What follows belongs to an exercise in optimizing a design on an open flow for small area and a short achievable clock period; a production flow would make more cautious choices. Where RTL was checked, it was by simulation tests only, not by an equivalence proof against the original. For run 2, only the layout was checked, not whether the RTL still works. Power figures rest on the tool's default switching activity, not on a simulated workload.

==> flow/design.v, too long to show whole: its modules and the start of the top module <==
// module fdiv_mul: 929 lines
module fdiv_mul #(
   parameter int unsigned FINV_LAT = 3
) (
   input  logic        clk,
   input  logic        rst,
   input  logic        in_valid,
   input  logic [31:0] x,
   input  logic [31:0] y,
   input  logic [31:0] y_inv,
   output logic        out_valid,
   output logic [31:0] q,
   output logic        dbz
);
  // ...
==> flow/flow/run.sh <==
#!/bin/bash
set -euo pipefail
MARGIN=$(cat flow/margin.txt)
echo "export SETUP_SLACK_MARGIN = ${MARGIN}" >> config.mk
bash standard.sh > standard.log 2>&1
==> flow/flow/margin.txt <==
6.2
==> flow/standard.sh <==
#!/bin/bash
# synth_recipe.tcl (not shown) runs the flow's synth.tcl, then flattens the netlist and writes it again
# the make line also repeats each setting of config.mk as NAME=value (left out here)
make -C /OpenROAD-flow-scripts/flow DESIGN_CONFIG=/design/flow/config.mk WORK_HOME=/design/flow/orfs CLKGATE_MAP_FILE= SYNTH_SCRIPT=/design/flow/synth_recipe.tcl "${@:-finish}"
==> flow/config.mk <==
export PLATFORM = sky130hd
export DESIGN_NAME = fdiv_mul
export DESIGN_NICKNAME = fdiv_mul
export VERILOG_FILES = /design/flow/design.v
export SDC_FILE = /design/flow/constraint.sdc
export NUM_CORES = 4
export LEC_CHECK = 0
export CAP_MARGIN = 20
export CORE_MARGIN = 2
export CORE_UTILIZATION = 40
export SLEW_MARGIN = 20
export SETUP_SLACK_MARGIN = 6.2
==> flow/constraint.sdc <==
create_clock -name core_clock -period 9.0 [get_ports {clk}]
set_input_delay 1.8000 -clock core_clock [delete_from_list [all_inputs] [get_ports {clk}]]
set_output_delay 1.8000 -clock core_clock [all_outputs]
set_load 0.01 [all_outputs]
==> flow_metrics.env, run 1 <==
export IMPL_grtUsageTotal_pct=19.7
export IMPL_setup_worst_path_end="q[11]"
export IMPL_grt_max_degree=28
export IMPL_n_sequential_cell=481
export IMPL_numCtsBuffers=48
export IMPL_yosysMostFrequentCell="dfxtp_1"
export IMPL_dr_wl_met3_um=5250
export IMPL_yosysSeqAreaShare_pct=39.2
export IMPL_synthFlopType="dfxtp_1"
export IMPL_cp_slowest_cell="or4_4"
export IMPL_viasPerCell=5.32
export IMPL_ys_ff_latch=481
export IMPL_clk_latency_ps=580
export IMPL_reg_top3="t1_q (142), t2_q (66)"
export IMPL_yosys_area_top_type="dfxtp_1"
export IMPL_status="complete, no violations"
export IMPL_top_register="t1_q"
export IMPL_nFillCells=5470
export IMPL_synth_area_top_cells="dfxtp_1 39%, fa_1 22%, xnor2_1 9.2%"
export IMPL_initialDrtViolationCount=1535
export IMPL_largest_reg_flops=142
export IMPL_cp_start_kind="register"
export IMPL_r2r_end="q[11]"
export IMPL_post_cts_buffers=18
export IMPL_grt_antenna_before_repair=0
export IMPL_htreeDepth=2
export IMPL_tns_ps=0
export IMPL_comb_multi_input_count=1289
export IMPL_worst_setup_path_type="register to register"
export IMPL_io_buffer_count=109
export IMPL_path_clk_slew_ps=70
export IMPL_hpwl_um=40600
==> inputs of run 2 (changes only) <==
--- a/flow/design.v
+++ b/flow/design.v
@@ -12,30 +12,35 @@
    output logic        dbz
 );
    logic [7:0] vld;
    always_ff @(posedge clk) begin
       if (rst) vld <= '0;
       else     vld <= {vld[6:0], in_valid};
    end
    assign out_valid = vld[7];
-   wire yz = (y[30:23] == 8'h00);
-   wire yi = (y[30:23] == 8'hFF);
-   wire xi = (x[30:23] == 8'hFF);
-   wire xz = (x[30:23] == 8'h00);
-   wire sp = yz | yi | xi | xz;
+   logic [31:0] d0x;
+   logic        d0yz, d0yi, d0ys;
+   always_ff @(posedge clk) begin
+      d0x  <= x;
+      d0yz <= (y[30:23] == 8'h00);
+      d0yi <= (y[30:23] == 8'hFF);
+      d0ys <= y[31];
+   end
+   wire xi = (d0x[30:23] == 8'hFF);
+   wire xz = (d0x[30:23] == 8'h00);
+   wire sp = d0yz | d0yi | xi | xz;
    wire [31:0] rec;
-   assign rec[31]    = sp ? (x[31] ^ y[31]) : x[31];
-   assign rec[30:23] = yz ? 8'hFF : (yi ? 8'h00 : x[30:23]);
-   assign rec[22:1]  = x[22:1];
-   assign rec[0]     = yz | (~sp & x[0]);
-   logic [31:0] d0, d1, d2, d3, d4;
+   assign rec[31]    = sp ? (d0x[31] ^ d0ys) : d0x[31];
+   assign rec[30:23] = d0yz ? 8'hFF : (d0yi ? 8'h00 : d0x[30:23]);
+   assign rec[22:1]  = d0x[22:1];
+   assign rec[0]     = d0yz | (~sp & d0x[0]);
+   logic [31:0] d1, d2, d3, d4;
    always_ff @(posedge clk) begin
-      d0 <= rec;
-      d1 <= d0;
+      d1 <= rec;
       d2 <= d1;
       d3 <= d2;
       d4 <= d3;
    end
    wire [24:0] bb = {1'b1, y_inv[22:0], 1'b0};
    logic [10:0] bneg;
    logic [11:0] bone, btwo;
    logic [7:0]  ve;
@@ -662,259 +667,626 @@
    wire fs432 = t1_q[6] ^ t1_q[7] ^ t1_q[8];
    wire fc433 = (t1_q[6] & t1_q[7]) | (t1_q[6] & t1_q[8]) | (t1_q[7] & t1_q[8]);
    wire fs434 = t1_q[9] ^ t1_q[10] ^ fc433;
    wire fc435 = (t1_q[9] & t1_q[10]) | (t1_q[9] & fc433) | (t1_q[10] & fc433);
    wire fs436 = t1_q[11] ^ t1_q[12] ^ fc435;
    wire fc437 = (t1_q[11] & t1_q[12]) | (t1_q[11] & fc435) | (t1_q[12] & fc435);
    wire fs438 = t1_q[13] ^ t1_q[14] ^ fc437;
    wire fc439 = (t1_q[13] & t1_q[14]) | (t1_q[13] & fc437) | (t1_q[14] & fc437);
-   wire fs440 = t1_q[15] ^ t1_q[16] ^ fc439;
-   wire fc441 = (t1_q[15] & t1_q[16]) | (t1_q[15] & fc439) | (t1_q[16] & fc439);
-   wire fs442 = t1_q[23] ^ t1_q[24] ^ t1_q[25];
-   wire fc443 = (t1_q[23] & t1_q[24]) | (t1_q[23] & t1_q[25]) | (t1_q[24] & t1_q[25]);
-   wire fs444 = t1_q[27] ^ t1_q[28] ^ t1_q[29];
-   wire fc445 = (t1_q[27] & t1_q[28]) | (t1_q[27] & t1_q[29]) | (t1_q[28] & t1_q[29]);
-   wire fs446 = t1_q[30] ^ t1_q[31] ^ t1_q[32];
-   wire fc447 = (t1_q[30] & t1_q[31]) | (t1_q[30] & t1_q[32]) | (t1_q[31] & t1_q[32]);
-   wire fs448 = t1_q[33] ^ t1_q[34] ^ t1_q[35];
-   wire fc449 = (t1_q[33] & t1_q[34]) | (t1_q[33] & t1_q[35]) | (t1_q[34] & t1_q[35]);
-   wire fs450 = t1_q[36] ^ t1_q[37] ^ t1_q[38];
-   wire fc451 = (t1_q[36] & t1_q[37]) | (t1_q[36] & t1_q[38]) | (t1_q[37] & t1_q[38]);
-   wire fs452 = t1_q[39] ^ t1_q[40] ^ t1_q[41];
-   wire fc453 = (t1_q[39] & t1_q[40]) | (t1_q[39] & t1_q[41]) | (t1_q[40] & t1_q[41]);
-   wire fs454 = t1_q[42] ^ t1_q[43] ^ t1_q[44];
-   wire fc455 = (t1_q[42] & t1_q[43]) | (t1_q[42] & t1_q[44]) | (t1_q[43] & t1_q[44]);
-   wire fs456 = t1_q[45] ^ t1_q[46] ^ fc453;
-   wire fc457 = (t1_q[45] & t1_q[46]) | (t1_q[45] & fc453) | (t1_q[46] & fc453);
-   wire fs458 = t1_q[47] ^ t1_q[48] ^ t1_q[49];
-   wire fc459 = (t1_q[47] & t1_q[48]) | (t1_q[47] & t1_q[49]) | (t1_q[48] & t1_q[49]);
-   wire fs460 = t1_q[50] ^ fc455 ^ fs458;
-   wire fc461 = (t1_q[50] & fc455) | (t1_q[50] & fs458) | (fc455 & fs458);
-   wire fs462 = t1_q[51] ^ t1_q[52] ^ t1_q[53];
-   wire fc463 = (t1_q[51] & t1_q[52]) | (t1_q[51] & t1_q[53]) | (t1_q[52] & t1_q[53]);
-   wire fs464 = t1_q[54] ^ fc459 ^ fs462;
-   wire fc465 = (t1_q[54] & fc459) | (t1_q[54] & fs462) | (fc459 & fs462);
-   wire fs466 = t1_q[55] ^ t1_q[56] ^ t1_q[57];
-   wire fc467 = (t1_q[55] & t1_q[56]) | (t1_q[55] & t1_q[57]) | (t1_q[56] & t1_q[57]);
-   wire fs468 = t1_q[58] ^ fc463 ^ fs466;
-   wire fc469 = (t1_q[58] & fc463) | (t1_q[58] & fs466) | (fc463 & fs466);
-   wire fs470 = t1_q[59] ^ t1_q[60] ^ t1_q[61];
-   wire fc471 = (t1_q[59] & t1_q[60]) | (t1_q[59] & t1_q[61]) | (t1_q[60] & t1_q[61]);
-   wire fs472 = t1_q[62] ^ fc467 ^ fs470;
-   wire fc473 = (t1_q[62] & fc467) | (t1_q[62] & fs470) | (fc467 & fs470);
-   wire fs474 = t1_q[63] ^ t1_q[64] ^ t1_q[65];
-   wire fc475 = (t1_q[63] & t1_q[64]) | (t1_q[63] & t1_q[65]) | (t1_q[64] & t1_q[65]);
-   wire fs476 = t1_q[66] ^ t1_q[67] ^ fc471;
-   wire fc477 = (t1_q[66] & t1_q[67]) | (t1_q[66] & fc471) | (t1_q[67] & fc471);
-   wire fs478 = fs474 ^ fc473 ^ fs476;
-   wire fc479 = (fs474 & fc473) | (fs474 & fs476) | (fc473 & fs476);
-   wire fs480 = t1_q[68] ^ t1_q[69] ^ t1_q[70];
-   wire fc481 = (t1_q[68] & t1_q[69]) | (t1_q[68] & t1_q[70]) | (t1_q[69] & t1_q[70]);
-   wire fs482 = t1_q[71] ^ fc475 ^ fs480;
-   wire fc483 = (t1_q[71] & fc475) | (t1_q[71] & fs480) | (fc475 & fs480);
-   wire fs484 = fc477 ^ fs482 ^ fc479;
-   wire fc485 = (fc477 & fs482) | (fc477 & fc479) | (fs482 & fc479);
-   wire fs486 = t1_q[72] ^ t1_q[73] ^ t1_q[74];
-   wire fc487 = (t1_q[72] & t1_q[73]) | (t1_q[72] & t1_q[74]) | (t1_q[73] & t1_q[74]);
-   wire fs488 = t1_q[75] ^ fc481 ^ fs486;
-   wire fc489 = (t1_q[75] & fc481) | (t1_q[75] & fs486) | (fc481 & fs486);
-   wire fs490 = t1_q[76] ^ t1_q[77] ^ t1_q[78];
-   wire fc491 = (t1_q[76] & t1_q[77]) | (t1_q[76] & t1_q[78]) | (t1_q[77] & t1_q[78]);
-   wire fs492 = t1_q[79] ^ t1_q[80] ^ fc487;
-   wire fc493 = (t1_q[79] & t1_q[80]) | (t1_q[79] & fc487) | (t1_q[80] & fc487);
-   wire fs494 = fs490 ^ fc489 ^ fs492;
-   wire fc495 = (fs490 & fc489) | (fs490 & fs492) | (fc489 & fs492);
-   wire fs496 = t1_q[81] ^ t1_q[82] ^ t1_q[83];
-   wire fc497 = (t1_q[81] & t1_q[82]) | (t1_q[81] & t1_q[83]) | (t1_q[82] & t1_q[83]);
-   wire fs498 = t1_q[84] ^ fc491 ^ fs496;
-   wire fc499 = (t1_q[84] & fc491) | (t1_q[84] & fs496) | (fc491 & fs496);
-   wire fs500 = fc493 ^ fs498 ^ fc495;
-   wire fc501 = (fc493 & fs498) | (fc493 & fc495) | (fs498 & fc495);
-   wire fs502 = t1_q[85] ^ t1_q[86] ^ t1_q[87];
-   wire fc503 = (t1_q[85] & t1_q[86]) | (t1_q[85] & t1_q[87]) | (t1_q[86] & t1_q[87]);
-   wire fs504 = t1_q[88] ^ t1_q[89] ^ fc497;
-   wire fc505 = (t1_q[88] & t1_q[89]) | (t1_q[88] & fc497) | (t1_q[89] & fc497);
-   wire fs506 = fs502 ^ fc499 ^ fs504;
-   wire fc507 = (fs502 & fc499) | (fs502 & fs504) | (fc499 & fs504);
-   wire fs508 = t1_q[90] ^ t1_q[91] ^ t1_q[92];
-   wire fc509 = (t1_q[90] & t1_q[91]) | (t1_q[90] & t1_q[92]) | (t1_q[91] & t1_q[92]);
-   wire fs510 = t1_q[93] ^ fc503 ^ fs508;
-   wire fc511 = (t1_q[93] & fc503) | (t1_q[93] & fs508) | (fc503 & fs508);
-   wire fs512 = fc505 ^ fs510 ^ fc507;
-   wire fc513 = (fc505 & fs510) | (fc505 & fc507) | (fs510 & fc507);
-   wire fs514 = t1_q[94] ^ t1_q[95] ^ t1_q[96];
-   wire fc515 = (t1_q[94] & t1_q[95]) | (t1_q[94] & t1_q[96]) | (t1_q[95] & t1_q[96]);
-   wire fs516 = t1_q[97] ^ t1_q[98] ^ fc509;
-   wire fc517 = (t1_q[97] & t1_q[98]) | (t1_q[97] & fc509) | (t1_q[98] & fc509);
-   wire fs518 = fs514 ^ fc511 ^ fs516;
-   wire fc519 = (fs514 & fc511) | (fs514 & fs516) | (fc511 & fs516);
-   wire fs520 = t1_q[99] ^ t1_q[100] ^ t1_q[101];
-   wire fc521 = (t1_q[99] & t1_q[100]) | (t1_q[99] & t1_q[101]) | (t1_q[100] & t1_q[101]);
-   wire fs522 = t1_q[102] ^ fc515 ^ fs520;
-   wire fc523 = (t1_q[102] & fc515) | (t1_q[102] & fs520) | (fc515 & fs520);
-   wire fs524 = fc517 ^ fs522 ^ fc519;
-   wire fc525 = (fc517 & fs522) | (fc517 & fc519) | (fs522 & fc519);
-   wire fs526 = t1_q[103] ^ t1_q[104] ^ t1_q[105];
-   wire fc527 = (t1_q[103] & t1_q[104]) | (t1_q[103] & t1_q[105]) | (t1_q[104] & t1_q[105]);
-   wire fs528 = fc521 ^ fs526 ^ fc523;
-   wire fc529 = (fc521 & fs526) | (fc521 & fc523) | (fs526 & fc523);
-   wire fs530 = t1_q[106] ^ t1_q[107] ^ t1_q[108];
-   wire fc531 = (t1_q[106] & t1_q[107]) | (t1_q[106] & t1_q[108]) | (t1_q[107] & t1_q[108]);
-   wire fs532 = fc527 ^ fs530 ^ fc529;
-   wire fc533 = (fc527 & fs530) | (fc527 & fc529) | (fs530 & fc529);
-   wire fs534 = t1_q[109] ^ t1_q[110] ^ t1_q[111];
-   wire fc535 = (t1_q[109] & t1_q[110]) | (t1_q[109] & t1_q[111]) | (t1_q[110] & t1_q[111]);
-   wire fs536 = t1_q[112] ^ fc531 ^ fs534;
-   wire fc537 = (t1_q[112] & fc531) | (t1_q[112] & fs534) | (fc531 & fs534);
-   wire fs538 = t1_q[113] ^ t1_q[114] ^ t1_q[115];
-   wire fc539 = (t1_q[113] & t1_q[114]) | (t1_q[113] & t1_q[115]) | (t1_q[114] & t1_q[115]);
-   wire fs540 = fc535 ^ fs538 ^ fc537;
-   wire fc541 = (fc535 & fs538) | (fc535 & fc537) | (fs538 & fc537);
-   wire fs542 = t1_q[116] ^ t1_q[117] ^ t1_q[118];
-   wire fc543 = (t1_q[116] & t1_q[117]) | (t1_q[116] & t1_q[118]) | (t1_q[117] & t1_q[118]);
-   wire fs544 = t1_q[119] ^ fc539 ^ fs542;
-   wire fc545 = (t1_q[119] & fc539) | (t1_q[119] & fs542) | (fc539 & fs542);
-   wire fs546 = t1_q[120] ^ t1_q[121] ^ t1_q[122];
-   wire fc547 = (t1_q[120] & t1_q[121]) | (t1_q[120] & t1_q[122]) | (t1_q[121] & t1_q[122]);
-   wire fs548 = fc543 ^ fs546 ^ fc545;
-   wire fc549 = (fc543 & fs546) | (fc543 & fc545) | (fs546 & fc545);
-   wire fs550 = t1_q[123] ^ t1_q[124] ^ fc547;
-   wire fc551 = (t1_q[123] & t1_q[124]) | (t1_q[123] & fc547) | (t1_q[124] & fc547);
-   wire fs552 = t1_q[125] ^ t1_q[126] ^ fc551;
-   wire fc553 = (t1_q[125] & t1_q[126]) | (t1_q[125] & fc551) | (t1_q[126] & fc551);
-   wire fs554 = t1_q[127] ^ t1_q[128] ^ t1_q[129];
-   wire fc555 = (t1_q[127] & t1_q[128]) | (t1_q[127] & t1_q[129]) | (t1_q[128] & t1_q[129]);
-   wire fs556 = t1_q[130] ^ t1_q[131] ^ fc555;
-   wire fc557 = (t1_q[130] & t1_q[131]) | (t1_q[130] & fc555) | (t1_q[131] & fc555);
-   wire fs558 = t1_q[132] ^ t1_q[133] ^ t1_q[134];
-   wire fc559 = (t1_q[132] & t1_q[133]) | (t1_q[132] & t1_q[134]) | (t1_q[133] & t1_q[134]);
-   wire fs560 = t1_q[135] ^ t1_q[136] ^ fc559;
-   wire fc561 = (t1_q[135] & t1_q[136]) | (t1_q[135] & fc559) | (t1_q[136] & fc559);
-   wire fs562 = t1_q[138] ^ t1_q[139] ^ t1_q[140];
-   wire fc563 = (t1_q[138] & t1_q[139]) | (t1_q[138] & t1_q[140]) | (t1_q[139] & t1_q[140]);
-   wire fs564 = 1'b1 ^ t1_q[141] ^ fc563;
-   wire fc565 = (1'b1 & t1_q[141]) | (1'b1 & fc563) | (t1_q[141] & fc563);
+   wire fs440 = t1_q[23] ^ t1_q[24] ^ t1_q[25];
+   wire fc441 = (t1_q[23] & t1_q[24]) | (t1_q[23] & t1_q[25]) | (t1_q[24] & t1_q[25]);
+   wire fs442 = t1_q[27] ^ t1_q[28] ^ t1_q[29];
+   wire fc443 = (t1_q[27] & t1_q[28]) | (t1_q[27] & t1_q[29]) | (t1_q[28] & t1_q[29]);
+   wire fs444 = t1_q[30] ^ t1_q[31] ^ t1_q[32];
+   wire fc445 = (t1_q[30] & t1_q[31]) | (t1_q[30] & t1_q[32]) | (t1_q[31] & t1_q[32]);
+   wire fs446 = t1_q[33] ^ t1_q[34] ^ t1_q[35];
+   wire fc447 = (t1_q[33] & t1_q[34]) | (t1_q[33] & t1_q[35]) | (t1_q[34] & t1_q[35]);
+   wire fs448 = t1_q[36] ^ t1_q[37] ^ t1_q[38];
+   wire fc449 = (t1_q[36] & t1_q[37]) | (t1_q[36] & t1_q[38]) | (t1_q[37] & t1_q[38]);
+   wire fs450 = t1_q[39] ^ t1_q[40] ^ t1_q[41];
+   wire fc451 = (t1_q[39] & t1_q[40]) | (t1_q[39] & t1_q[41]) | (t1_q[40] & t1_q[41]);
+   wire fs452 = t1_q[42] ^ t1_q[43] ^ t1_q[44];
+   wire fc453 = (t1_q[42] & t1_q[43]) | (t1_q[42] & t1_q[44]) | (t1_q[43] & t1_q[44]);
+   wire fs454 = t1_q[45] ^ t1_q[46] ^ fc451;
+   wire fc455 = (t1_q[45] & t1_q[46]) | (t1_q[45] & fc451) | (t1_q[46] & fc451);
+   wire fs456 = t1_q[47] ^ t1_q[48] ^ t1_q[49];
+   wire fc457 = (t1_q[47] & t1_q[48]) | (t1_q[47] & t1_q[49]) | (t1_q[48] & t1_q[49]);
+   wire fs458 = t1_q[50] ^ fc453 ^ fs456;
+   wire fc459 = (t1_q[50] & fc453) | (t1_q[50] & fs456) | (fc453 & fs456);
+   wire fs460 = t1_q[51] ^ t1_q[52] ^ t1_q[53];
+   wire fc461 = (t1_q[51] & t1_q[52]) | (t1_q[51] & t1_q[53]) | (t1_q[52] & t1_q[53]);
+   wire fs462 = t1_q[54] ^ fc457 ^ fs460;
+   wire fc463 = (t1_q[54] & fc457) | (t1_q[54] & fs460) | (fc457 & fs460);
+   wire fs464 = t1_q[55] ^ t1_q[56] ^ t1_q[57];
+   wire fc465 = (t1_q[55] & t1_q[56]) | (t1_q[55] & t1_q[57]) | (t1_q[56] & t1_q[57]);
+   wire fs466 = t1_q[58] ^ fc461 ^ fs464;
+   wire fc467 = (t1_q[58] & fc461) | (t1_q[58] & fs464) | (fc461 & fs464);
+   wire fs468 = t1_q[59] ^ t1_q[60] ^ t1_q[61];
+   wire fc469 = (t1_q[59] & t1_q[60]) | (t1_q[59] & t1_q[61]) | (t1_q[60] & t1_q[61]);
+   wire fs470 = t1_q[62] ^ fc465 ^ fs468;
+   wire fc471 = (t1_q[62] & fc465) | (t1_q[62] & fs468) | (fc465 & fs468);
+   wire fs472 = t1_q[63] ^ t1_q[64] ^ t1_q[65];
+   wire fc473 = (t1_q[63] & t1_q[64]) | (t1_q[63] & t1_q[65]) | (t1_q[64] & t1_q[65]);
+   wire fs474 = t1_q[66] ^ t1_q[67] ^ fc469;
+   wire fc475 = (t1_q[66] & t1_q[67]) | (t1_q[66] & fc469) | (t1_q[67] & fc469);
+   wire fs476 = fs472 ^ fc471 ^ fs474;
+   wire fc477 = (fs472 & fc471) | (fs472 & fs474) | (fc471 & fs474);
+   wire fs478 = t1_q[68] ^ t1_q[69] ^ t1_q[70];
+   wire fc479 = (t1_q[68] & t1_q[69]) | (t1_q[68] & t1_q[70]) | (t1_q[69] & t1_q[70]);
+   wire fs480 = t1_q[71] ^ fc473 ^ fs478;
+   wire fc481 = (t1_q[71] & fc473) | (t1_q[71] & fs478) | (fc473 & fs478);
+   wire fs482 = fc475 ^ fs480 ^ fc477;
+   wire fc483 = (fc475 & fs480) | (fc475 & fc477) | (fs480 & fc477);
+   wire fs484 = t1_q[72] ^ t1_q[73] ^ t1_q[74];
+   wire fc485 = (t1_q[72] & t1_q[73]) | (t1_q[72] & t1_q[74]) | (t1_q[73] & t1_q[74]);
+   wire fs486 = t1_q[75] ^ fc479 ^ fs484;
+   wire fc487 = (t1_q[75] & fc479) | (t1_q[75] & fs484) | (fc479 & fs484);
+   wire fs488 = t1_q[76] ^ t1_q[77] ^ t1_q[78];
+   wire fc489 = (t1_q[76] & t1_q[77]) | (t1_q[76] & t1_q[78]) | (t1_q[77] & t1_q[78]);
+   wire fs490 = t1_q[79] ^ t1_q[80] ^ fc485;
+   wire fc491 = (t1_q[79] & t1_q[80]) | (t1_q[79] & fc485) | (t1_q[80] & fc485);
+   wire fs492 = fs488 ^ fc487 ^ fs490;
+   wire fc493 = (fs488 & fc487) | (fs488 & fs490) | (fc487 & fs490);
+   wire fs494 = t1_q[81] ^ t1_q[82] ^ t1_q[83];
+   wire fc495 = (t1_q[81] & t1_q[82]) | (t1_q[81] & t1_q[83]) | (t1_q[82] & t1_q[83]);
+   wire fs496 = t1_q[84] ^ fc489 ^ fs494;
+   wire fc497 = (t1_q[84] & fc489) | (t1_q[84] & fs494) | (fc489 & fs494);
+   wire fs498 = fc491 ^ fs496 ^ fc493;
+   wire fc499 = (fc491 & fs496) | (fc491 & fc493) | (fs496 & fc493);
+   wire fs500 = t1_q[85] ^ t1_q[86] ^ t1_q[87];
+   wire fc501 = (t1_q[85] & t1_q[86]) | (t1_q[85] & t1_q[87]) | (t1_q[86] & t1_q[87]);
+   wire fs502 = t1_q[88] ^ t1_q[89] ^ fc495;
+   wire fc503 = (t1_q[88] & t1_q[89]) | (t1_q[88] & fc495) | (t1_q[89] & fc495);
+   wire fs504 = fs500 ^ fc497 ^ fs502;
+   wire fc505 = (fs500 & fc497) | (fs500 & fs502) | (fc497 & fs502);
+   wire fs506 = t1_q[90] ^ t1_q[91] ^ t1_q[92];
+   wire fc507 = (t1_q[90] & t1_q[91]) | (t1_q[90] & t1_q[92]) | (t1_q[91] & t1_q[92]);
+   wire fs508 = t1_q[93] ^ fc501 ^ fs506;
+   wire fc509 = (t1_q[93] & fc501) | (t1_q[93] & fs506) | (fc501 & fs506);
+   wire fs510 = fc503 ^ fs508 ^ fc505;
+   wire fc511 = (fc503 & fs508) | (fc503 & fc505) | (fs508 & fc505);
+   wire fs512 = t1_q[94] ^ t1_q[95] ^ t1_q[96];
+   wire fc513 = (t1_q[94] & t1_q[95]) | (t1_q[94] & t1_q[96]) | (t1_q[95] & t1_q[96]);
+   wire fs514 = t1_q[97] ^ t1_q[98] ^ fc507;
+   wire fc515 = (t1_q[97] & t1_q[98]) | (t1_q[97] & fc507) | (t1_q[98] & fc507);
+   wire fs516 = fs512 ^ fc509 ^ fs514;
+   wire fc517 = (fs512 & fc509) | (fs512 & fs514) | (fc509 & fs514);
+   wire fs518 = t1_q[99] ^ t1_q[100] ^ t1_q[101];
+   wire fc519 = (t1_q[99] & t1_q[100]) | (t1_q[99] & t1_q[101]) | (t1_q[100] & t1_q[101]);
+   wire fs520 = t1_q[102] ^ fc513 ^ fs518;
+   wire fc521 = (t1_q[102] & fc513) | (t1_q[102] & fs518) | (fc513 & fs518);
+   wire fs522 = fc515 ^ fs520 ^ fc517;
+   wire fc523 = (fc515 & fs520) | (fc515 & fc517) | (fs520 & fc517);
+   wire fs524 = t1_q[103] ^ t1_q[104] ^ t1_q[105];
+   wire fc525 = (t1_q[103] & t1_q[104]) | (t1_q[103] & t1_q[105]) | (t1_q[104] & t1_q[105]);
+   wire fs526 = fc519 ^ fs524 ^ fc521;
+   wire fc527 = (fc519 & fs524) | (fc519 & fc521) | (fs524 & fc521);
+   wire fs528 = t1_q[106] ^ t1_q[107] ^ t1_q[108];
+   wire fc529 = (t1_q[106] & t1_q[107]) | (t1_q[106] & t1_q[108]) | (t1_q[107] & t1_q[108]);
+   wire fs530 = fc525 ^ fs528 ^ fc527;
+   wire fc531 = (fc525 & fs528) | (fc525 & fc527) | (fs528 & fc527);
+   wire fs532 = t1_q[109] ^ t1_q[110] ^ t1_q[111];
+   wire fc533 = (t1_q[109] & t1_q[110]) | (t1_q[109] & t1_q[111]) | (t1_q[110] & t1_q[111]);
+   wire fs534 = t1_q[112] ^ fc529 ^ fs532;
+   wire fc535 = (t1_q[112] & fc529) | (t1_q[112] & fs532) | (fc529 & fs532);
+   wire fs536 = t1_q[113] ^ t1_q[114] ^ t1_q[115];
+   wire fc537 = (t1_q[113] & t1_q[114]) | (t1_q[113] & t1_q[115]) | (t1_q[114] & t1_q[115]);
+   wire fs538 = fc533 ^ fs536 ^ fc535;
+   wire fc539 = (fc533 & fs536) | (fc533 & fc535) | (fs536 & fc535);
+   wire fs540 = t1_q[116] ^ t1_q[117] ^ t1_q[118];
+   wire fc541 = (t1_q[116] & t1_q[117]) | (t1_q[116] & t1_q[118]) | (t1_q[117] & t1_q[118]);
+   wire fs542 = t1_q[119] ^ fc537 ^ fs540;
+   wire fc543 = (t1_q[119] & fc537) | (t1_q[119] & fs540) | (fc537 & fs540);
+   wire fs544 = t1_q[120] ^ t1_q[121] ^ t1_q[122];
+   wire fc545 = (t1_q[120] & t1_q[121]) | (t1_q[120] & t1_q[122]) | (t1_q[121] & t1_q[122]);
+   wire fs546 = fc541 ^ fs544 ^ fc543;
+   wire fc547 = (fc541 & fs544) | (fc541 & fc543) | (fs544 & fc543);
+   wire fs548 = t1_q[123] ^ t1_q[124] ^ fc545;
+   wire fc549 = (t1_q[123] & t1_q[124]) | (t1_q[123] & fc545) | (t1_q[124] & fc545);
+   wire fs550 = t1_q[125] ^ t1_q[126] ^ fc549;
+   wire fc551 = (t1_q[125] & t1_q[126]) | (t1_q[125] & fc549) | (t1_q[126] & fc549);
+   wire fs552 = t1_q[127] ^ t1_q[128] ^ t1_q[129];
+   wire fc553 = (t1_q[127] & t1_q[128]) | (t1_q[127] & t1_q[129]) | (t1_q[128] & t1_q[129]);
+   wire fs554 = t1_q[130] ^ t1_q[131] ^ fc553;
+   wire fc555 = (t1_q[130] & t1_q[131]) | (t1_q[130] & fc553) | (t1_q[131] & fc553);
+   wire fs556 = t1_q[132] ^ t1_q[133] ^ t1_q[134];
+   wire fc557 = (t1_q[132] & t1_q[133]) | (t1_q[132] & t1_q[134]) | (t1_q[133] & t1_q[134]);
+   wire fs558 = t1_q[135] ^ t1_q[136] ^ fc557;
+   wire fc559 = (t1_q[135] & t1_q[136]) | (t1_q[135] & fc557) | (t1_q[136] & fc557);
+   wire fs560 = t1_q[138] ^ t1_q[139] ^ t1_q[140];
+   wire fc561 = (t1_q[138] & t1_q[139]) | (t1_q[138] & t1_q[140]) | (t1_q[139] & t1_q[140]);
+   wire fs562 = 1'b1 ^ t1_q[141] ^ fc561;
+   wire fc563 = (1'b1 & t1_q[141]) | (1'b1 & fc561) | (t1_q[141] & fc561);
+   wire hs564 = t1_q[15] ^ t1_q[16];
+   wire hc565 = t1_q[15] & t1_q[16];
    wire hs566 = t1_q[17] ^ t1_q[18];
    wire hc567 = t1_q[17] & t1_q[18];
    wire hs568 = t1_q[19] ^ t1_q[20];
    wire hc569 = t1_q[19] & t1_q[20];
    wire hs570 = t1_q[21] ^ t1_q[22];
    wire hc571 = t1_q[21] & t1_q[22];
-   wire hs572 = t1_q[26] ^ fs442;
-   wire hc573 = t1_q[26] & fs442;
-   wire hs574 = fc443 ^ fs444;
-   wire hc575 = fc443 & fs444;
-   wire hs576 = fc445 ^ fs446;
-   wire hc577 = fc445 & fs446;
-   wire hs578 = fc447 ^ fs448;
-   wire hc579 = fc447 & fs448;
-   wire hs580 = fc449 ^ fs450;
-   wire hc581 = fc449 & fs450;
-   wire hs582 = fc451 ^ fs452;
-   wire hc583 = fc451 & fs452;
-   wire hs584 = fs454 ^ fs456;
-   wire hc585 = fs454 & fs456;
-   wire hs586 = fc457 ^ fs460;
-   wire hc587 = fc457 & fs460;
-   wire hs588 = fc461 ^ fs464;
-   wire hc589 = fc461 & fs464;
-   wire hs590 = fc465 ^ fs468;
-   wire hc591 = fc465 & fs468;
-   wire hs592 = fc469 ^ fs472;
-   wire hc593 = fc469 & fs472;
-   wire hs594 = fc483 ^ fs488;
-   wire hc595 = fc483 & fs488;
+   wire hs572 = t1_q[26] ^ fs440;
+   wire hc573 = t1_q[26] & fs440;
+   wire hs574 = fc441 ^ fs442;
+   wire hc575 = fc441 & fs442;
+   wire hs576 = fc443 ^ fs444;
+   wire hc577 = fc443 & fs444;
+   wire hs578 = fc445 ^ fs446;
+   wire hc579 = fc445 & fs446;
+   wire hs580 = fc447 ^ fs448;
+   wire hc581 = fc447 & fs448;
+   wire hs582 = fc449 ^ fs450;
+   wire hc583 = fc449 & fs450;
+   wire hs584 = fs452 ^ fs454;
+   wire hc585 = fs452 & fs454;
+   wire hs586 = fc455 ^ fs458;
+   wire hc587 = fc455 & fs458;
+   wire hs588 = fc459 ^ fs462;
+   wire hc589 = fc459 & fs462;
+   wire hs590 = fc463 ^ fs466;
+   wire hc591 = fc463 & fs466;
+   wire hs592 = fc467 ^ fs470;
+   wire hc593 = fc467 & fs470;
+   wire hs594 = fc481 ^ fs486;
+   wire hc595 = fc481 & fs486;
    wire lg596 = t1_q[0] & t1_q[1];
    wire lp597 = t1_q[0] | t1_q[1];
    wire pg598 = 1'b0 | (t1_q[3] & 1'b0);
    wire pp599 = t1_q[3] & t1_q[2];
    wire pg600 = 1'b0 | (t1_q[5] & 1'b0);
    wire pp601 = t1_q[5] & t1_q[4];
    wire pg602 = pg598 | (pp599 & lg596);
    wire pg603 = pg600 | (pp601 & pg602);
    wire pg604 = 1'b0 | (fs432 & pg603);
    wire pg605 = 1'b0 | (fs434 & pg604);
    wire pg606 = 1'b0 | (fs436 & pg605);
    wire pg607 = 1'b0 | (fs438 & pg606);
-   logic [65:0] t2_q;
+   wire hp608 = hs564 ^ fc439;
+   wire hg609 = hs564 & fc439;
+   wire hp610 = hc565 ^ hs566;
+   wire hg611 = hc565 & hs566;
+   wire hp612 = hc567 ^ hs568;
+   wire hg613 = hc567 & hs568;
+   wire hp614 = hc569 ^ hs570;
+   wire hg615 = hc569 & hs570;
+   wire hp616 = hc571 ^ hs572;
+   wire hg617 = hc571 & hs572;
+   wire hp618 = hc573 ^ hs574;
+   wire hg619 = hc573 & hs574;
+   wire hp620 = hc575 ^ hs576;
+   wire hg621 = hc575 & hs576;
+   wire hp622 = hc577 ^ hs578;
+   wire hg623 = hc577 & hs578;
+   wire hp624 = hc579 ^ hs580;
+   wire hg625 = hc579 & hs580;
+   wire hp626 = hc581 ^ hs582;
+   wire hg627 = hc581 & hs582;
+   wire hp628 = hc583 ^ hs584;
+   wire hg629 = hc583 & hs584;
+   wire hp630 = hc585 ^ hs586;
+   wire hg631 = hc585 & hs586;
+   wire hp632 = hc587 ^ hs588;
+   wire hg633 = hc587 & hs588;
+   wire hp634 = hc589 ^ hs590;
+   wire hg635 = hc589 & hs590;
+   wire hp636 = hc591 ^ hs592;
+   wire hg637 = hc591 & hs592;
+   wire hp638 = hc593 ^ fs476;
+   wire hg639 = hc593 & fs476;
+   wire hp640 = hs594 ^ fc483;
+   wire hg641 = hs594 & fc483;
+   wire hp642 = hc595 ^ fs492;
+   wire hg643 = hc595 & fs492;
+   wire hp644 = fs504 ^ fc499;
+   wire hg645 = fs504 & fc499;
+   wire hp646 = fs516 ^ fc511;
+   wire hg647 = fs516 & fc511;
+   wire hp648 = fs526 ^ fc523;
+   wire hg649 = fs526 & fc523;
+   wire hp650 = fs534 ^ fc531;
+   wire hg651 = fs534 & fc531;
+   wire hp652 = fs542 ^ fc539;
+   wire hg653 = fs542 & fc539;
+   wire hp654 = fs548 ^ fc547;
+   wire hg655 = fs548 & fc547;
+   wire hp656 = fs552 ^ fc551;
+   wire hg657 = fs552 & fc551;
+   wire hp658 = fs556 ^ fc555;
+   wire hg659 = fs556 & fc555;
+   wire hp660 = t1_q[137] ^ fc559;
+   wire hg661 = t1_q[137] & fc559;
+   logic [66:0] t2_q;
    logic [13:0] side3;
    always_ff @(posedge clk) begin
-      t2_q[0] <= fs440;
-      t2_q[1] <= hs566;
-      t2_q[2] <= fc441;
-      t2_q[3] <= hc567;
-      t2_q[4] <= hs568;
-      t2_q[5] <= hc569;
-      t2_q[6] <= hs570;
-      t2_q[7] <= hc571;
-      t2_q[8] <= hs572;
-      t2_q[9] <= hc573;
-      t2_q[10] <= hs574;
-      t2_q[11] <= hc575;
-      t2_q[12] <= hs576;
-      t2_q[13] <= hc577;
-      t2_q[14] <= hs578;
-      t2_q[15] <= hc579;
-      t2_q[16] <= hs580;
-      t2_q[17] <= hc581;
-      t2_q[18] <= hs582;
-      t2_q[19] <= hc583;
-      t2_q[20] <= hs584;
-      t2_q[21] <= hc585;
-      t2_q[22] <= hs586;
-      t2_q[23] <= hc587;
-      t2_q[24] <= hs588;
-      t2_q[25] <= hc589;
-      t2_q[26] <= hs590;
-      t2_q[27] <= hc591;
-      t2_q[28] <= hs592;
-      t2_q[29] <= hc593;
-      t2_q[30] <= fs478;
-      t2_q[31] <= fs484;
-      t2_q[32] <= hs594;
-      t2_q[33] <= fc485;
-      t2_q[34] <= hc595;
-      t2_q[35] <= fs494;
-      t2_q[36] <= fs500;
-      t2_q[37] <= fs506;
-      t2_q[38] <= fc501;
-      t2_q[39] <= fs512;
-      t2_q[40] <= fs518;
-      t2_q[41] <= fc513;
-      t2_q[42] <= fs524;
-      t2_q[43] <= fs528;
-      t2_q[44] <= fc525;
-      t2_q[45] <= fs532;
-      t2_q[46] <= fs536;
-      t2_q[47] <= fc533;
-      t2_q[48] <= fs540;
-      t2_q[49] <= fs544;
-      t2_q[50] <= fc541;
-      t2_q[51] <= fs548;
-      t2_q[52] <= fs550;
-      t2_q[53] <= fc549;
-      t2_q[54] <= fs552;
-      t2_q[55] <= fs554;
-      t2_q[56] <= fc553;
-      t2_q[57] <= fs556;
-      t2_q[58] <= fs558;
-      t2_q[59] <= fc557;
-      t2_q[60] <= fs560;
-      t2_q[61] <= t1_q[137];
-      t2_q[62] <= fc561;
-      t2_q[63] <= fs562;
-      t2_q[64] <= fs564;
-      t2_q[65] <= pg607;
+      t2_q[0] <= hp608;
+      t2_q[1] <= hg609;
+      t2_q[2] <= hp610;
+      t2_q[3] <= hg611;
+      t2_q[4] <= hp612;
+      t2_q[5] <= hg613;
+      t2_q[6] <= hp614;
+      t2_q[7] <= hg615;
+      t2_q[8] <= hp616;
+      t2_q[9] <= hg617;
+      t2_q[10] <= hp618;
+      t2_q[11] <= hg619;
+      t2_q[12] <= hp620;
+      t2_q[13] <= hg621;
+      t2_q[14] <= hp622;
+      t2_q[15] <= hg623;
+      t2_q[16] <= hp624;
+      t2_q[17] <= hg625;
+      t2_q[18] <= hp626;
+      t2_q[19] <= hg627;
+      t2_q[20] <= hp628;
+      t2_q[21] <= hg629;
+      t2_q[22] <= hp630;
+      t2_q[23] <= hg631;
+      t2_q[24] <= hp632;
+      t2_q[25] <= hg633;
+      t2_q[26] <= hp634;
+      t2_q[27] <= hg635;
+      t2_q[28] <= hp636;
+      t2_q[29] <= hg637;
+      t2_q[30] <= hp638;
+      t2_q[31] <= hg639;
+      t2_q[32] <= fs482;
+      t2_q[33] <= hp640;
+      t2_q[34] <= hg641;
+      t2_q[35] <= hp642;
+      t2_q[36] <= hg643;
+      t2_q[37] <= fs498;
+      t2_q[38] <= hp644;
+      t2_q[39] <= hg645;
+      t2_q[40] <= fs510;
+      t2_q[41] <= hp646;
+      t2_q[42] <= hg647;
+      t2_q[43] <= fs522;
+      t2_q[44] <= hp648;
+      t2_q[45] <= hg649;
+      t2_q[46] <= fs530;
+      t2_q[47] <= hp650;
+      t2_q[48] <= hg651;
+      t2_q[49] <= fs538;
+      t2_q[50] <= hp652;
+      t2_q[51] <= hg653;
+      t2_q[52] <= fs546;
+      t2_q[53] <= hp654;
+      t2_q[54] <= hg655;
+      t2_q[55] <= fs550;
+      t2_q[56] <= hp656;
+      t2_q[57] <= hg657;
+      t2_q[58] <= fs554;
+      t2_q[59] <= hp658;
+      t2_q[60] <= hg659;
+      t2_q[61] <= fs558;
+      t2_q[62] <= hp660;
+      t2_q[63] <= hg661;
+      t2_q[64] <= fs560;
+      t2_q[65] <= fs562;
+      t2_q[66] <= pg607;
       side3 <= side2;
    end
-   wire [38:0] ra = {t2_q[64], t2_q[63], t2_q[61], t2_q[60], t2_q[58], t2_q[57], t2_q[55], t2_q[54], t2_q[52], t2_q[51], t2_q[49], t2_q[48], t2_q[46], t2_q[45], t2_q[43], t2_q[42], t2_q[40], t2_q[39], t2_q[37], t2_q[36], t2_q[34], t2_q[32], t2_q[31], t2_q[29], t2_q[27], t2_q[25], t2_q[23], t2_q[21], t2_q[19], t2_q[17], t2_q[15], t2_q[13], t2_q[11], t2_q[9], t2_q[7], t2_q[5], t2_q[3], t2_q[1], t2_q[0]};
-   wire [38:0] rb = {1'b0, 1'b0, t2_q[62], 1'b0, t2_q[59], 1'b0, t2_q[56], 1'b0, t2_q[53], 1'b0, t2_q[50], 1'b0, t2_q[47], 1'b0, t2_q[44], 1'b0, t2_q[41], 1'b0, t2_q[38], 1'b0, t2_q[35], t2_q[33], 1'b0, t2_q[30], t2_q[28], t2_q[26], t2_q[24], t2_q[22], t2_q[20], t2_q[18], t2_q[16], t2_q[14], t2_q[12], t2_q[10], t2_q[8], t2_q[6], t2_q[4], t2_q[2], 1'b0};
-   wire [39:0] pw = {ra, 1'b1} + {rb, t2_q[65]};
-   wire [38:0] ps = pw[39:1];   
+   wire kg662 = t2_q[1] | (t2_q[0] & t2_q[66]);
+   wire kg663 = t2_q[3] | (t2_q[2] & t2_q[1]);
+   wire kp664 = t2_q[2] & t2_q[0];
+   wire kg665 = t2_q[5] | (t2_q[4] & t2_q[3]);
+   wire kp666 = t2_q[4] & t2_q[2];
+   wire kg667 = t2_q[7] | (t2_q[6] & t2_q[5]);
+   wire kp668 = t2_q[6] & t2_q[4];
+   wire kg669 = t2_q[9] | (t2_q[8] & t2_q[7]);
+   wire kp670 = t2_q[8] & t2_q[6];
+   wire kg671 = t2_q[11] | (t2_q[10] & t2_q[9]);
+   wire kp672 = t2_q[10] & t2_q[8];
+   wire kg673 = t2_q[13] | (t2_q[12] & t2_q[11]);
+   wire kp674 = t2_q[12] & t2_q[10];
+   wire kg675 = t2_q[15] | (t2_q[14] & t2_q[13]);
+   wire kp676 = t2_q[14] & t2_q[12];
+   wire kg677 = t2_q[17] | (t2_q[16] & t2_q[15]);
+   wire kp678 = t2_q[16] & t2_q[14];
+   wire kg679 = t2_q[19] | (t2_q[18] & t2_q[17]);
+   wire kp680 = t2_q[18] & t2_q[16];
+   wire kg681 = t2_q[21] | (t2_q[20] & t2_q[19]);
+   wire kp682 = t2_q[20] & t2_q[18];
+   wire kg683 = t2_q[23] | (t2_q[22] & t2_q[21]);
+   wire kp684 = t2_q[22] & t2_q[20];
+   wire kg685 = t2_q[25] | (t2_q[24] & t2_q[23]);
+   wire kp686 = t2_q[24] & t2_q[22];
+   wire kg687 = t2_q[27] | (t2_q[26] & t2_q[25]);
+   wire kp688 = t2_q[26] & t2_q[24];
+   wire kg689 = t2_q[29] | (t2_q[28] & t2_q[27]);
+   wire kp690 = t2_q[28] & t2_q[26];
+   wire kg691 = t2_q[31] | (t2_q[30] & t2_q[29]);
+   wire kp692 = t2_q[30] & t2_q[28];
+   wire kg693 = 1'b0 | (t2_q[32] & t2_q[31]);
+   wire kp694 = t2_q[32] & t2_q[30];
+   wire kg695 = t2_q[34] | (t2_q[33] & 1'b0);
+   wire kp696 = t2_q[33] & t2_q[32];
+   wire kg697 = t2_q[36] | (t2_q[35] & t2_q[34]);
+   wire kp698 = t2_q[35] & t2_q[33];
+   wire kg699 = 1'b0 | (t2_q[37] & t2_q[36]);
+   wire kp700 = t2_q[37] & t2_q[35];
+   wire kg701 = t2_q[39] | (t2_q[38] & 1'b0);
+   wire kp702 = t2_q[38] & t2_q[37];
+   wire kg703 = 1'b0 | (t2_q[40] & t2_q[39]);
+   wire kp704 = t2_q[40] & t2_q[38];
+   wire kg705 = t2_q[42] | (t2_q[41] & 1'b0);
+   wire kp706 = t2_q[41] & t2_q[40];
+   wire kg707 = 1'b0 | (t2_q[43] & t2_q[42]);
+   wire kp708 = t2_q[43] & t2_q[41];
+   wire kg709 = t2_q[45] | (t2_q[44] & 1'b0);
+   wire kp710 = t2_q[44] & t2_q[43];
+   wire kg711 = 1'b0 | (t2_q[46] & t2_q[45]);
+   wire kp712 = t2_q[46] & t2_q[44];
+   wire kg713 = t2_q[48] | (t2_q[47] & 1'b0);
+   wire kp714 = t2_q[47] & t2_q[46];
+   wire kg715 = 1'b0 | (t2_q[49] & t2_q[48]);
+   wire kp716 = t2_q[49] & t2_q[47];
+   wire kg717 = t2_q[51] | (t2_q[50] & 1'b0);
+   wire kp718 = t2_q[50] & t2_q[49];
+   wire kg719 = 1'b0 | (t2_q[52] & t2_q[51]);
+   wire kp720 = t2_q[52] & t2_q[50];
+   wire kg721 = t2_q[54] | (t2_q[53] & 1'b0);
+   wire kp722 = t2_q[53] & t2_q[52];
+   wire kg723 = 1'b0 | (t2_q[55] & t2_q[54]);
+   wire kp724 = t2_q[55] & t2_q[53];
+   wire kg725 = t2_q[57] | (t2_q[56] & 1'b0);
+   wire kp726 = t2_q[56] & t2_q[55];
+   wire kg727 = 1'b0 | (t2_q[58] & t2_q[57]);
+   wire kp728 = t2_q[58] & t2_q[56];
+   wire kg729 = t2_q[60] | (t2_q[59] & 1'b0);
+   wire kp730 = t2_q[59] & t2_q[58];
+   wire kg731 = 1'b0 | (t2_q[61] & t2_q[60]);
+   wire kp732 = t2_q[61] & t2_q[59];
+   wire kg733 = t2_q[63] | (t2_q[62] & 1'b0);
+   wire kp734 = t2_q[62] & t2_q[61];
+   wire kg735 = 1'b0 | (t2_q[64] & t2_q[63]);
+   wire kp736 = t2_q[64] & t2_q[62];
+   wire kg737 = 1'b0 | (t2_q[65] & 1'b0);
+   wire kp738 = t2_q[65] & t2_q[64];
+   wire kg739 = kg663 | (kp664 & t2_q[66]);
+   wire kg740 = kg665 | (kp666 & kg662);
+   wire kg741 = kg667 | (kp668 & kg663);
+   wire kp742 = kp668 & kp664;
+   wire kg743 = kg669 | (kp670 & kg665);
+   wire kp744 = kp670 & kp666;
+   wire kg745 = kg671 | (kp672 & kg667);
+   wire kp746 = kp672 & kp668;
+   wire kg747 = kg673 | (kp674 & kg669);
+   wire kp748 = kp674 & kp670;
+   wire kg749 = kg675 | (kp676 & kg671);
+   wire kp750 = kp676 & kp672;
+   wire kg751 = kg677 | (kp678 & kg673);
+   wire kp752 = kp678 & kp674;
+   wire kg753 = kg679 | (kp680 & kg675);
+   wire kp754 = kp680 & kp676;
+   wire kg755 = kg681 | (kp682 & kg677);
+   wire kp756 = kp682 & kp678;
+   wire kg757 = kg683 | (kp684 & kg679);
+   wire kp758 = kp684 & kp680;
+   wire kg759 = kg685 | (kp686 & kg681);
+   wire kp760 = kp686 & kp682;
+   wire kg761 = kg687 | (kp688 & kg683);
+   wire kp762 = kp688 & kp684;
+   wire kg763 = kg689 | (kp690 & kg685);
+   wire kp764 = kp690 & kp686;
+   wire kg765 = kg691 | (kp692 & kg687);
+   wire kp766 = kp692 & kp688;
+   wire kg767 = kg693 | (kp694 & kg689);
+   wire kp768 = kp694 & kp690;
+   wire kg769 = kg695 | (kp696 & kg691);
+   wire kp770 = kp696 & kp692;
+   wire kg771 = kg697 | (kp698 & kg693);
+   wire kp772 = kp698 & kp694;
+   wire kg773 = kg699 | (kp700 & kg695);
+   wire kp774 = kp700 & kp696;
+   wire kg775 = kg701 | (kp702 & kg697);
+   wire kp776 = kp702 & kp698;
+   wire kg777 = kg703 | (kp704 & kg699);
+   wire kp778 = kp704 & kp700;
+   wire kg779 = kg705 | (kp706 & kg701);
+   wire kp780 = kp706 & kp702;
+   wire kg781 = kg707 | (kp708 & kg703);
+   wire kp782 = kp708 & kp704;
+   wire kg783 = kg709 | (kp710 & kg705);
+   wire kp784 = kp710 & kp706;
+   wire kg785 = kg711 | (kp712 & kg707);
+   wire kp786 = kp712 & kp708;
+   wire kg787 = kg713 | (kp714 & kg709);
+   wire kp788 = kp714 & kp710;
+   wire kg789 = kg715 | (kp716 & kg711);
+   wire kp790 = kp716 & kp712;
+   wire kg791 = kg717 | (kp718 & kg713);
+   wire kp792 = kp718 & kp714;
+   wire kg793 = kg719 | (kp720 & kg715);
+   wire kp794 = kp720 & kp716;
+   wire kg795 = kg721 | (kp722 & kg717);
+   wire kp796 = kp722 & kp718;
+   wire kg797 = kg723 | (kp724 & kg719);
+   wire kp798 = kp724 & kp720;
+   wire kg799 = kg725 | (kp726 & kg721);
+   wire kp800 = kp726 & kp722;
+   wire kg801 = kg727 | (kp728 & kg723);
+   wire kp802 = kp728 & kp724;
+   wire kg803 = kg729 | (kp730 & kg725);
+   wire kp804 = kp730 & kp726;
+   wire kg805 = kg731 | (kp732 & kg727);
+   wire kp806 = kp732 & kp728;
+   wire kg807 = kg733 | (kp734 & kg729);
+   wire kp808 = kp734 & kp730;
+   wire kg809 = kg735 | (kp736 & kg731);
+   wire kp810 = kp736 & kp732;
+   wire kg811 = kg737 | (kp738 & kg733);
+   wire kp812 = kp738 & kp734;
+   wire kg813 = kg741 | (kp742 & t2_q[66]);
+   wire kg814 = kg743 | (kp744 & kg662);
+   wire kg815 = kg745 | (kp746 & kg739);
+   wire kg816 = kg747 | (kp748 & kg740);
+   wire kg817 = kg749 | (kp750 & kg741);
+   wire kp818 = kp750 & kp742;
+   wire kg819 = kg751 | (kp752 & kg743);
+   wire kp820 = kp752 & kp744;
+   wire kg821 = kg753 | (kp754 & kg745);
+   wire kp822 = kp754 & kp746;
+   wire kg823 = kg755 | (kp756 & kg747);
+   wire kp824 = kp756 & kp748;
+   wire kg825 = kg757 | (kp758 & kg749);
+   wire kp826 = kp758 & kp750;
+   wire kg827 = kg759 | (kp760 & kg751);
+   wire kp828 = kp760 & kp752;
+   wire kg829 = kg761 | (kp762 & kg753);
+   wire kp830 = kp762 & kp754;
+   wire kg831 = kg763 | (kp764 & kg755);
+   wire kp832 = kp764 & kp756;
+   wire kg833 = kg765 | (kp766 & kg757);
+   wire kp834 = kp766 & kp758;
+   wire kg835 = kg767 | (kp768 & kg759);
+   wire kp836 = kp768 & kp760;
+   wire kg837 = kg769 | (kp770 & kg761);
+   wire kp838 = kp770 & kp762;
+   wire kg839 = kg771 | (kp772 & kg763);
+   wire kp840 = kp772 & kp764;
+   wire kg841 = kg773 | (kp774 & kg765);
+   wire kp842 = kp774 & kp766;
+   wire kg843 = kg775 | (kp776 & kg767);
+   wire kp844 = kp776 & kp768;
+   wire kg845 = kg777 | (kp778 & kg769);
+   wire kp846 = kp778 & kp770;
+   wire kg847 = kg779 | (kp780 & kg771);
+   wire kp848 = kp780 & kp772;
+   wire kg849 = kg781 | (kp782 & kg773);
+   wire kp850 = kp782 & kp774;
+   wire kg851 = kg783 | (kp784 & kg775);
+   wire kp852 = kp784 & kp776;
+   wire kg853 = kg785 | (kp786 & kg777);
+   wire kp854 = kp786 & kp778;
+   wire kg855 = kg787 | (kp788 & kg779);
+   wire kp856 = kp788 & kp780;
+   wire kg857 = kg789 | (kp790 & kg781);
+   wire kp858 = kp790 & kp782;
+   wire kg859 = kg791 | (kp792 & kg783);
+   wire kp860 = kp792 & kp784;
+   wire kg861 = kg793 | (kp794 & kg785);
+   wire kp862 = kp794 & kp786;
+   wire kg863 = kg795 | (kp796 & kg787);
+   wire kp864 = kp796 & kp788;
+   wire kg865 = kg797 | (kp798 & kg789);
+   wire kp866 = kp798 & kp790;
+   wire kg867 = kg799 | (kp800 & kg791);
+   wire kp868 = kp800 & kp792;
+   wire kg869 = kg801 | (kp802 & kg793);
+   wire kp870 = kp802 & kp794;
+   wire kg871 = kg803 | (kp804 & kg795);
+   wire kp872 = kp804 & kp796;
+   wire kg873 = kg805 | (kp806 & kg797);
+   wire kp874 = kp806 & kp798;
+   wire kg875 = kg807 | (kp808 & kg799);
+   wire kp876 = kp808 & kp800;
+   wire kg877 = kg809 | (kp810 & kg801);
+   wire kp878 = kp810 & kp802;
+   wire kg879 = kg811 | (kp812 & kg803);
+   wire kp880 = kp812 & kp804;
+   wire kg881 = kg817 | (kp818 & t2_q[66]);
+   wire kg882 = kg819 | (kp820 & kg662);
+   wire kg883 = kg821 | (kp822 & kg739);
+   wire kg884 = kg823 | (kp824 & kg740);
+   wire kg885 = kg825 | (kp826 & kg813);
+   wire kg886 = kg827 | (kp828 & kg814);
+   wire kg887 = kg829 | (kp830 & kg815);
+   wire kg888 = kg831 | (kp832 & kg816);
+   wire kg889 = kg833 | (kp834 & kg817);
+   wire kp890 = kp834 & kp818;
+   wire kg891 = kg835 | (kp836 & kg819);
+   wire kp892 = kp836 & kp820;
+   wire kg893 = kg837 | (kp838 & kg821);
+   wire kp894 = kp838 & kp822;
+   wire kg895 = kg839 | (kp840 & kg823);
+   wire kp896 = kp840 & kp824;
+   wire kg897 = kg841 | (kp842 & kg825);
+   wire kp898 = kp842 & kp826;
+   wire kg899 = kg843 | (kp844 & kg827);
+   wire kp900 = kp844 & kp828;
+   wire kg901 = kg845 | (kp846 & kg829);
+   wire kp902 = kp846 & kp830;
+   wire kg903 = kg847 | (kp848 & kg831);
+   wire kp904 = kp848 & kp832;
+   wire kg905 = kg849 | (kp850 & kg833);
+   wire kp906 = kp850 & kp834;
+   wire kg907 = kg851 | (kp852 & kg835);
+   wire kp908 = kp852 & kp836;
+   wire kg909 = kg853 | (kp854 & kg837);
+   wire kp910 = kp854 & kp838;
+   wire kg911 = kg855 | (kp856 & kg839);
+   wire kp912 = kp856 & kp840;
+   wire kg913 = kg857 | (kp858 & kg841);
+   wire kp914 = kp858 & kp842;
+   wire kg915 = kg859 | (kp860 & kg843);
+   wire kp916 = kp860 & kp844;
+   wire kg917 = kg861 | (kp862 & kg845);
+   wire kp918 = kp862 & kp846;
+   wire kg919 = kg863 | (kp864 & kg847);
+   wire kp920 = kp864 & kp848;
+   wire kg921 = kg865 | (kp866 & kg849);
+   wire kp922 = kp866 & kp850;
+   wire kg923 = kg867 | (kp868 & kg851);
+   wire kp924 = kp868 & kp852;
+   wire kg925 = kg869 | (kp870 & kg853);
+   wire kp926 = kp870 & kp854;
+   wire kg927 = kg871 | (kp872 & kg855);
+   wire kp928 = kp872 & kp856;
+   wire kg929 = kg873 | (kp874 & kg857);
+   wire kp930 = kp874 & kp858;
+   wire kg931 = kg875 | (kp876 & kg859);
+   wire kp932 = kp876 & kp860;
+   wire kg933 = kg877 | (kp878 & kg861);
+   wire kp934 = kp878 & kp862;
+   wire kg935 = kg879 | (kp880 & kg863);
+   wire kp936 = kp880 & kp864;
+   wire kg937 = kg889 | (kp890 & t2_q[66]);
+   wire kg938 = kg891 | (kp892 & kg662);
+   wire kg939 = kg893 | (kp894 & kg739);
+   wire kg940 = kg895 | (kp896 & kg740);
+   wire kg941 = kg897 | (kp898 & kg813);
+   wire kg942 = kg899 | (kp900 & kg814);
+   wire kg943 = kg901 | (kp902 & kg815);
+   wire kg944 = kg903 | (kp904 & kg816);
+   wire kg945 = kg905 | (kp906 & kg881);
+   wire kg946 = kg907 | (kp908 & kg882);
+   wire kg947 = kg909 | (kp910 & kg883);
+   wire kg948 = kg911 | (kp912 & kg884);
+   wire kg949 = kg913 | (kp914 & kg885);
+   wire kg950 = kg915 | (kp916 & kg886);
+   wire kg951 = kg917 | (kp918 & kg887);
+   wire kg952 = kg919 | (kp920 & kg888);
+   wire kg953 = kg921 | (kp922 & kg889);
+   wire kp954 = kp922 & kp890;
+   wire kg955 = kg923 | (kp924 & kg891);
+   wire kp956 = kp924 & kp892;
+   wire kg957 = kg925 | (kp926 & kg893);
+   wire kp958 = kp926 & kp894;
+   wire kg959 = kg927 | (kp928 & kg895);
+   wire kp960 = kp928 & kp896;
+   wire kg961 = kg929 | (kp930 & kg897);
+   wire kp962 = kp930 & kp898;
+   wire kg963 = kg931 | (kp932 & kg899);
+   wire kp964 = kp932 & kp900;
+   wire kg965 = kg933 | (kp934 & kg901);
+   wire kp966 = kp934 & kp902;
+   wire kg967 = kg935 | (kp936 & kg903);
+   wire kp968 = kp936 & kp904;
+   wire kg969 = kg953 | (kp954 & t2_q[66]);
+   wire kg970 = kg955 | (kp956 & kg662);
+   wire kg971 = kg957 | (kp958 & kg739);
+   wire kg972 = kg959 | (kp960 & kg740);
+   wire kg973 = kg961 | (kp962 & kg813);
+   wire kg974 = kg963 | (kp964 & kg814);
+   wire kg975 = kg965 | (kp966 & kg815);
+   wire kg976 = kg967 | (kp968 & kg816);
+   wire [38:0] ps = {(t2_q[65] ^ kg975), (t2_q[64] ^ kg974), (t2_q[62] ^ kg973), (t2_q[61] ^ kg972), (t2_q[59] ^ kg971), (t2_q[58] ^ kg970), (t2_q[56] ^ kg969), (t2_q[55] ^ kg952), (t2_q[53] ^ kg951), (t2_q[52] ^ kg950), (t2_q[50] ^ kg949), (t2_q[49] ^ kg948), (t2_q[47] ^ kg947), (t2_q[46] ^ kg946), (t2_q[44] ^ kg945), (t2_q[43] ^ kg944), (t2_q[41] ^ kg943), (t2_q[40] ^ kg942), (t2_q[38] ^ kg941), (t2_q[37] ^ kg940), (t2_q[35] ^ kg939), (t2_q[33] ^ kg938), (t2_q[32] ^ kg937), (t2_q[30] ^ kg888), (t2_q[28] ^ kg887), (t2_q[26] ^ kg886), (t2_q[24] ^ kg885), (t2_q[22] ^ kg884), (t2_q[20] ^ kg883), (t2_q[18] ^ kg882), (t2_q[16] ^ kg881), (t2_q[14] ^ kg816), (t2_q[12] ^ kg815), (t2_q[10] ^ kg814), (t2_q[8] ^ kg813), (t2_q[6] ^ kg740), (t2_q[4] ^ kg739), (t2_q[2] ^ kg662), (t2_q[0] ^ t2_q[66])};   
    wire       p47 = ps[38];
    wire       fs  = side3[13];
    wire       fd  = side3[12];
    wire       k0  = side3[11];
    wire       k1  = side3[10];
    wire       f0r = side3[9];
    wire       f1r = side3[8];
    wire [7:0] fe0 = side3[7:0];
==> flow/flow/margin.txt (replaced) <==
6.35
==> flow/config.mk (replaced) <==
export PLATFORM = sky130hd
export DESIGN_NAME = fdiv_mul
export DESIGN_NICKNAME = fdiv_mul
export VERILOG_FILES = /design/flow/design.v
export SDC_FILE = /design/flow/constraint.sdc
export NUM_CORES = 4
export LEC_CHECK = 0
export CAP_MARGIN = 20
export CORE_MARGIN = 2
export CORE_UTILIZATION = 40
export SLEW_MARGIN = 20
export SETUP_SLACK_MARGIN = 6.35
==> flow_metrics.env, run 2 <==
export IMPL_status="complete, no violations"
export IMPL_top_register="t1_q"
export IMPL_endpoint_kind="primary output"
export IMPL_cp_slowest_cell="dfxtp_2"
export IMPL_critical_path_top_delay_family="flip-flops"
export IMPL_finalSetupViolCount=0
export IMPL_routed_wl_um=66300
export IMPL_place_gp_congestion=0.880
export IMPL_firstDrtPassIters=6
export IMPL_numClockSinks=485
export IMPL_worstHoldPathCells=0
export IMPL_reg2reg_depth=7
export IMPL_drc=0
export IMPL_path_clk_slew_ps=70
export IMPL_tightest_slew_ps=742
export IMPL_synthCells=2228
export IMPL_ant_nets=0
export IMPL_netlist_area_mm2=0.0247
export IMPL_grt_antenna_before_repair=0
export IMPL_cp_start_kind="register"
export IMPL_yosys_area_top_type="dfxtp_1"
export IMPL_hpwl_um=39900
export IMPL_grt_pass1_vias=17600
export IMPL_yosys_cell_types_count=66
export IMPL_rsz0062_at_grt="true"
export IMPL_die_h_um=253
export IMPL_cts_root_buf="clkbuf_16"
export IMPL_r2r_end="t1_q[71]"
export IMPL_crit_required_ps=7200
export IMPL_p_per_area_mw_per_mm2=316
export IMPL_dr_max_layer_used="met4"
export IMPL_yosysSeqAreaShare_pct=39.3
export IMPL_synth_edf_count=0
export IMPL_peakVddDrop_mv=0.150
export IMPL_period_share_pct=31.6
export IMPL_critPathMaxStageDelay_ps=320
export IMPL_slew_limit_headroom_pct=49.3
export IMPL_finalMaxSlewViolations=0
export IMPL_final_common_cell="dfxtp_1"
export IMPL_grt_pass1_wl_um=97100
export IMPL_num_antenna_cells=0
export IMPL_yosysMostFrequentCell="dfxtp_1"
export IMPL_grt_max_degree=28
export IMPL_reg_top3="t1_q (142), t2_q (67)"
export IMPL_grt_overflow=0
export IMPL_syn_area_per_cell_um2=11.1
export IMPL_r2r_start="d4[10]"
export IMPL_viasPerCell=5.31
export IMPL_ys_ff_latch=485
export IMPL_path_max_fanout=1
export IMPL_worst_setup_path_type="register to primary output"
export IMPL_clk_latency_ps=610
export IMPL_largest_reg_flops=142
export IMPL_dr_wl_met3_um=7270
export IMPL_final_min_clock_period_ps=2840
export IMPL_vias=16900
export IMPL_die_width_um=253
export IMPL_max_clock_path_buffers=3
export IMPL_path_buf_inv=1
export IMPL_ioPinCount=133
export IMPL_tns_ps=0
export IMPL_hold_path_end="d2[31]"
export IMPL_routedWlPerCell_um=20.8
export IMPL_final_nets=2795
export IMPL_htreeDepth=2
export IMPL_yosys_top_cells_count="485 x dfxtp_1, 298 x inv_1, 268 x fa_1"
export IMPL_wl_met2_um=29800
export IMPL_synthFlopType="dfxtp_1"
export IMPL_async_reset_ff_share_pct=0
export IMPL_hold_viol_final=0
export IMPL_cts_hold_buf=0
export IMPL_io_buffer_count=109
export IMPL_synth_area_top_cells="dfxtp_1 39%, fa_1 22%, xnor2_1 8.9%"
export IMPL_die_area_mm2=0.0638
export IMPL_total_power_mw=9.57
export IMPL_p_leak_nw=12.7
export IMPL_holdCritStartpoint="d1[31]"
export IMPL_yosys_area_top_type_share_pct=39.3
export IMPL_maxCapViolCount=0
export IMPL_fin_worst_skew_ps=40.2
export IMPL_nFillCells=5394
export IMPL_numCtsBuffers=49
export IMPL_arrival_ps=1040
export IMPL_syn_nets=2665
export IMPL_drive_gt1_share_pct=16.3
export IMPL_path_cells="buf_6"
export IMPL_ys_warn_count=1
export IMPL_r2r_setup_slack_ps=6360
export IMPL_grtUsageTotal_pct=19.6
export IMPL_coreArea_mm2=0.0614
export IMPL_initial_core_util_pct=40.3
export IMPL_max_freq_mhz=352
export IMPL_wl_met1_um=26000
export IMPL_worst_hold_slack_ps=307
export IMPL_area_growth_pct=22.4
export IMPL_initialDrtViolationCount=1604
export IMPL_rows=91
export IMPL_hp_class="register to register"
export IMPL_cts_tree="done"
export IMPL_final_cell_mix="429 x dfxtp_1, 290 x inv_1, 259 x fa_1"
## run 2: cell types whose count changed after synthesis, moves of 7 or more
| cell | previous run | this run |
|---|---|---|
| o21ai_0 | 27 | 20 |
| xnor2_1 | 259 | 251 |
| nor3_1 | 14 | 7 |
| inv_1 | 278 | 298 |
| xor2_1 | 67 | 74 |
## run 2: kinds of logic (layout without fill, tap and decap cells)
group	count (synthesis)	count (layout)	share of synthesized area, %
compound gates	443	443	13.0
xor+xnor	325	326	11.5
fa+ha+maj	340	340	25.3
buf+inv	460	628	7.07
flops	485	485	39.3
mux	4	5	0.192
simple gates	171	171	3.65
## run 2: per-layer routing
layer,track usage [%],vias up
li1,-,7537
met1,24.8,8229
met2,31.6,927
met3,4.93,249
met4,8.62,0
met5,0,-
## run 2: worst max-delay path by stage
stage / from / endpoint / slack (ps) / cells past startpoint
2_1_floorplan: bneg[4] / t1_q[62] / 6290 / 8
3_3_place_gp: bneg[4] / t1_q[62] / 4660 / 6
3_5_place_dp: bneg[4] / t1_q[62] / 4650 / 6
4_1_cts: q[20] / q[20] / 6110 / 1
5_1_grt: q[17] / q[17] / 6120 / 1
6_report: q[31] / q[31] / 6160 / 1
## run 2: repair_timing
action                     in CTS  in global routing
buffers inserted               24                 33
setup endpoints to repair     172                 85
cloned                          3                 16
hold endpoints to repair        0                  0
gates resized for setup       293                171
pin swaps                       2                 46
## run 2: report_power, final
group          internal (mW)  switching, mW  leakage, nW  total [mW]
Clock                   1.15          0.891        0.806        2.05
Sequential              2.88          0.381         4.09        3.26
Combinational           1.93           2.33         7.78        4.26
## run 2: layout make-up
type / count / area (um^2) / area share [%]
Tap cell: 790 / 988 / 3.27
Clock buffer: 59 / 1310 / 4.34
Sequential cell: 485 / 9820 / 32.5
Clock inverter: 32 / 353 / 1.17
Timing Repair Buffer: 235 / 2930 / 9.70
Multi-Input combinational cell: 1285 / 13600 / 45.1
Inverter: 302 / 1180 / 3.90
## run 2: metrics by stage
step                setup slack, ps  area, um^2  util [%]  cells
floorplan                      6290       24800         -   2228
global placement               4660       26600      43.3   3021
detailed placement             4650       26600      43.3   3021
CTS                            6110       28900      47.1   3139
global route                   6120       30200      49.3   3188
finish                         6160       30200      49.3   3188

[what the ideal ports hide]
No port has a modelled driver above. Below, the same layouts with a new extraction and two added sets of constraints.
Step 1, drivers: a clkbuf_16 drives clk and a buf_2 each remaining input, both assumed.
Step 2 adds t to the input delays and takes it off the output delays; t is the mean of the earliest and latest rising clock arrival at the registers after step 1. Input paths then give back, and output paths get back, about the clock's delay inside the block.
a / b / c = no drivers / after step 1 / after step 2; a / b = the first two.
run | t, ns | slack for setup (ns) | hold WS [ns]
run 1 | 0.633 | 6.122 / 6.118 / 5.626 | 0.320 / 0.320 / 0.320
run 2 | 0.652 | 6.156 / 6.097 / 6.072 | 0.307 / 0.307 / 0.307
After both steps setup and hold are still met in every run listed. For run 1, which loses most, drivers alone change the setup slack by -0.004 ns; drivers and shift together by -0.496 ns.
